What follows belongs to an exercise in optimizing a design on an open flow for a short achievable clock period and few clock cycles per item; a production flow would make more cautious choices.
Function was checked by simulation only, so behaviour that the tests miss may differ from the original.
Power and IR drop assume default switching activity.

==> 07-19 <==
==> flow/design.v <==
package gcdu_pkg;
    localparam int OPERAND_WIDTH = 64;
    localparam int FIELD_WIDTH   = 64;
    localparam int TWOS_W        = $clog2(OPERAND_WIDTH);
    typedef logic [OPERAND_WIDTH-1:0] t_operand;
    typedef logic [TWOS_W-1:0]        t_twos;
    typedef struct packed {
        logic load;
        logic shift_both;
        logic shift_a;
        logic shift_b;
        logic sub;
        logic finish;
        logic finish_one;
    } t_dp_cmd;
    typedef struct packed {
        logic a_le1;
        logic b_le1;
        logic both_even;
        logic a_even;
        logic b_even;
        logic b_zero;
    } t_dp_status;
endpackage
import gcdu_pkg::*;
module gcdu_datapath (
    input  logic                   i_clk,
    input  logic [FIELD_WIDTH-1:0] i_first_operand,
    input  logic [FIELD_WIDTH-1:0] i_second_operand,
    input  gcdu_pkg::t_dp_cmd                i_cmd,
    output gcdu_pkg::t_dp_status             o_status,
    output logic [FIELD_WIDTH-1:0] o_divisor
);
    gcdu_pkg::t_operand r_a;
    gcdu_pkg::t_operand r_b;
    gcdu_pkg::t_twos    r_twos;
    gcdu_pkg::t_operand r_result;
    logic     a_gt_b;
    assign a_gt_b = r_a > r_b;
    always_comb begin
        o_status.a_le1     = (r_a[OPERAND_WIDTH-1:1] == '0);
        o_status.b_le1     = (r_b[OPERAND_WIDTH-1:1] == '0);
        o_status.both_even = ~(r_a[0] | r_b[0]);
        o_status.a_even    = ~r_a[0];
        o_status.b_even    = ~r_b[0];
        o_status.b_zero    = (r_b == '0);
    end
    always_ff @(posedge i_clk) begin
        if (i_cmd.load) begin
            r_a    <= i_first_operand[OPERAND_WIDTH-1:0];
            r_b    <= i_second_operand[OPERAND_WIDTH-1:0];
            r_twos <= '0;
        end else if (i_cmd.shift_both) begin
            r_a    <= r_a >> 1;
            r_b    <= r_b >> 1;
            r_twos <= r_twos + 1'b1;
        end else if (i_cmd.shift_a) begin
            r_a <= r_a[1] ? (r_a >> 1) : (r_a >> 2);
        end else if (i_cmd.shift_b) begin
            r_b <= r_b[1] ? (r_b >> 1) : (r_b >> 2);
        end else if (i_cmd.sub) begin
            if (a_gt_b) begin
                r_a <= r_b;
                r_b <= (r_a - r_b) >> 1;
            end else begin
                r_b <= (r_b - r_a) >> 1;
            end
        end
        if (i_cmd.finish_one) begin
            r_result <= gcdu_pkg::t_operand'(1);
        end else if (i_cmd.finish) begin
            r_result <= r_a << r_twos;
        end
    end
    assign o_divisor = FIELD_WIDTH'(r_result);
endmodule
import gcdu_pkg::*;
module gcdu_ctrl (
    input  logic       i_clk,
    input  logic       i_rst_n,
    input  logic       i_start,
    input  gcdu_pkg::t_dp_status i_status,
    output gcdu_pkg::t_dp_cmd    o_cmd,
    output logic       o_busy,
    output logic       o_done
);
    typedef enum logic [2:0] {
        S_IDLE,
        S_CHECK,
        S_COMMON,
        S_ODD_A,
        S_REDUCE
    } t_state;
    t_state r_state;
    t_state n_state;
    logic   r_done;
    always_comb begin
        o_cmd   = '0;
        n_state = r_state;
        case (r_state)
            S_IDLE: begin
                if (i_start) begin
                    o_cmd.load = 1'b1;
                    n_state    = S_CHECK;
                end
            end
            S_CHECK: begin
                if (i_status.a_le1 || i_status.b_le1) begin
                    o_cmd.finish_one = 1'b1;
                    n_state          = S_IDLE;
                end else begin
                    n_state = S_COMMON;
                end
            end
            S_COMMON: begin
                if (i_status.both_even) begin
                    o_cmd.shift_both = 1'b1;
                end else begin
                    n_state = S_ODD_A;
                end
            end
            S_ODD_A: begin
                if (i_status.a_even) begin
                    o_cmd.shift_a = 1'b1;
                end else begin
                    n_state = S_REDUCE;
                end
            end
            S_REDUCE: begin
                if (i_status.b_zero) begin
                    o_cmd.finish = 1'b1;
                    n_state      = S_IDLE;
                end else if (i_status.b_even) begin
                    o_cmd.shift_b = 1'b1;
                end else begin
                    o_cmd.sub = 1'b1;
                end
            end
            default: begin
                n_state = S_IDLE;
            end
        endcase
    end
    always_ff @(posedge i_clk) begin
        if (!i_rst_n) begin
            r_state <= S_IDLE;
            r_done  <= 1'b0;
        end else begin
            r_state <= n_state;
            r_done  <= o_cmd.finish | o_cmd.finish_one;
        end
    end
    assign o_busy = (r_state != S_IDLE);
    assign o_done = r_done;
endmodule
import gcdu_pkg::*;
module gcd_unit_core (
    input  logic                   i_clk,
    input  logic                   i_rst_n,
    input  logic                   start,
    output logic                   busy,
    input  logic [FIELD_WIDTH-1:0] i_first_operand,
    input  logic [FIELD_WIDTH-1:0] i_second_operand,
    output logic                   o_done,
    output logic [FIELD_WIDTH-1:0] o_divisor
);
    gcdu_pkg::t_dp_cmd    dp_cmd;
    gcdu_pkg::t_dp_status dp_status;
    gcdu_ctrl u_ctrl (
        .i_clk    (i_clk),
        .i_rst_n  (i_rst_n),
        .i_start  (start),
        .i_status (dp_status),
        .o_cmd    (dp_cmd),
        .o_busy   (busy),
        .o_done   (o_done)
    );
    gcdu_datapath u_datapath (
        .i_clk            (i_clk),
        .i_first_operand  (i_first_operand),
        .i_second_operand (i_second_operand),
        .i_cmd            (dp_cmd),
        .o_status         (dp_status),
        .o_divisor        (o_divisor)
    );
endmodule
==> flow/run.sh <==
#!/bin/bash
# synth_recipe.tcl (not shown) runs the flow's synth.tcl, then flattens the netlist and writes it again
# the make line also repeats each setting of config.mk as NAME=value (left out here)
make -C /OpenROAD-flow-scripts/flow DESIGN_CONFIG=/design/flow/config.mk WORK_HOME=/design/flow/orfs CLKGATE_MAP_FILE= SYNTH_SCRIPT=/design/flow/synth_recipe.tcl finish
==> flow/config.mk <==
export PLATFORM = sky130hd
export DESIGN_NAME = gcd_unit_core
export DESIGN_NICKNAME = gcd_unit_core
export VERILOG_FILES = /design/flow/design.v
export SDC_FILE = /design/flow/constraint.sdc
export NUM_CORES = 4
export LEC_CHECK = 0
export CAP_MARGIN = 20
export CORE_MARGIN = 2
export CORE_UTILIZATION = 40
export SLEW_MARGIN = 20
==> flow/constraint.sdc <==
create_clock -name core_clock -period 5.5 [get_ports {i_clk}]
set_input_delay 1.1000 -clock core_clock [delete_from_list [all_inputs] [get_ports {i_clk}]]
set_output_delay 1.1000 -clock core_clock [all_outputs]
set_load 0.01 [all_outputs]
==> inputs of 07-01, as changes to 07-19 <==
--- a/flow/design.v
+++ b/flow/design.v
@@ -57,5 +57,5 @@
         end else if (i_cmd.shift_a) begin
-            r_a <= r_a[1] ? (r_a >> 1) : (r_a >> 2);
+            r_a <= r_a >> 1;
         end else if (i_cmd.shift_b) begin
-            r_b <= r_b[1] ? (r_b >> 1) : (r_b >> 2);
+            r_b <= r_b >> 1;
         end else if (i_cmd.sub) begin
==> inputs of 08-26, as changes to 07-19 <==
--- a/flow/design.v
+++ b/flow/design.v
@@ -57,5 +57,5 @@
         end else if (i_cmd.shift_a) begin
-            r_a <= r_a[1] ? (r_a >> 1) : (r_a >> 2);
+            r_a <= r_a >> 1;
         end else if (i_cmd.shift_b) begin
-            r_b <= r_b[1] ? (r_b >> 1) : (r_b >> 2);
+            r_b <= r_b >> 1;
         end else if (i_cmd.sub) begin
@@ -63,5 +63,5 @@
                 r_a <= r_b;
-                r_b <= (r_a - r_b) >> 1;
+                r_b <= r_a - r_b;
             end else begin
-                r_b <= (r_b - r_a) >> 1;
+                r_b <= r_b - r_a;
             end
==> qor summary <==
| item | 08-26 | 07-19 | 07-01 |
|---|---|---|---|
| Non-Clock Buffer Count | 248 | 286 | 244 |
| Number of fill cells in the layout | 5,098 | 5,258 | 5,212 |
| Multi-input combinational area share | 57.7% | 58.2% | 58.4% |
| Total clock network power | 1.77 mW | 2.08 mW | 1.88 mW |
| Data arrival time of the worst path | 5140 ps | 5410 ps | 5020 ps |
| Seq area share | 22.4% | 21.4% | 22.0% |
| Sequential cell power | 3.01 mW | 3.15 mW | 3.28 mW |
| Met2 usage in global routing | 55.3% | 54.2% | 53.0% |
| Worst Hold Margin | 449 ps | 453 ps | 458 ps |
| Height of the die | 230 µm | 234 µm | 232 µm |
| Cell with the biggest individual delay on the critical path | sky130_fd_sc_hd__a2111oi_4 | sky130_fd_sc_hd__a211oi_1 | sky130_fd_sc_hd__a211oi_1 |
| Leakage power | 9.46 nW | 9.92 nW | 9.55 nW |
| Vias per cell | 6.19 | 6.67 | 6.24 |
| Die area | 52,900 µm² | 54,900 µm² | 53,700 µm² |
| Crit Reg-Reg Endpoint | u_datapath.r_b[32] | u_datapath.r_b[54] | u_datapath.r_b[54] |
| Run status | complete, no violations | complete, no violations | complete, no violations |
| Layout clock buffer count | 39 | 36 | 38 |
| Post-layout total power | 14.9 mW | 16.4 mW | 16.9 mW |
| HPWL Detailed | 73,600 µm | 81,100 µm | 70,800 µm |
| Met3 global-route usage | 5.57% | 8.28% | 4.85% |
Testbench counts of 07-19, summed over its fixed seeds: cycles 545,524, items 8,000.
Testbench counts of 07-01, summed over its fixed seeds: cycles 644,801, items 8,000.
Testbench counts of 08-26, summed over its fixed seeds: cycles 929,375, items 8,000.

static timing again, ports no longer ideal:
In the flow no input, the clock included, has a driving cell. The finished layouts below were timed again as built, in two steps.
Step 1 assumes that a clkbuf_16 drives the clock port and a buf_2 every other input.
Step 2, shift: input delay + t, output delay - t, t = (earliest + latest rising clock arrival at the registers) / 2. This alone moves slack from input paths to output paths.
Three values: ideal, step 1, step 2; two values: the first two.
run | t, ns | slack for setup (ns) | worst setup path at the end | worst data-port slew with drivers (ns)
07-19 | 0.651 | 0.427 / 0.427 / 0.427 | register to register | 0.09
07-01 | 0.650 | 0.819 / 0.819 / 0.819 | register to register | 0.06
08-26 | 0.653 | 0.686 / 0.686 / 0.686 | register to register | 0.05
After both steps setup and hold are still met in every run listed.
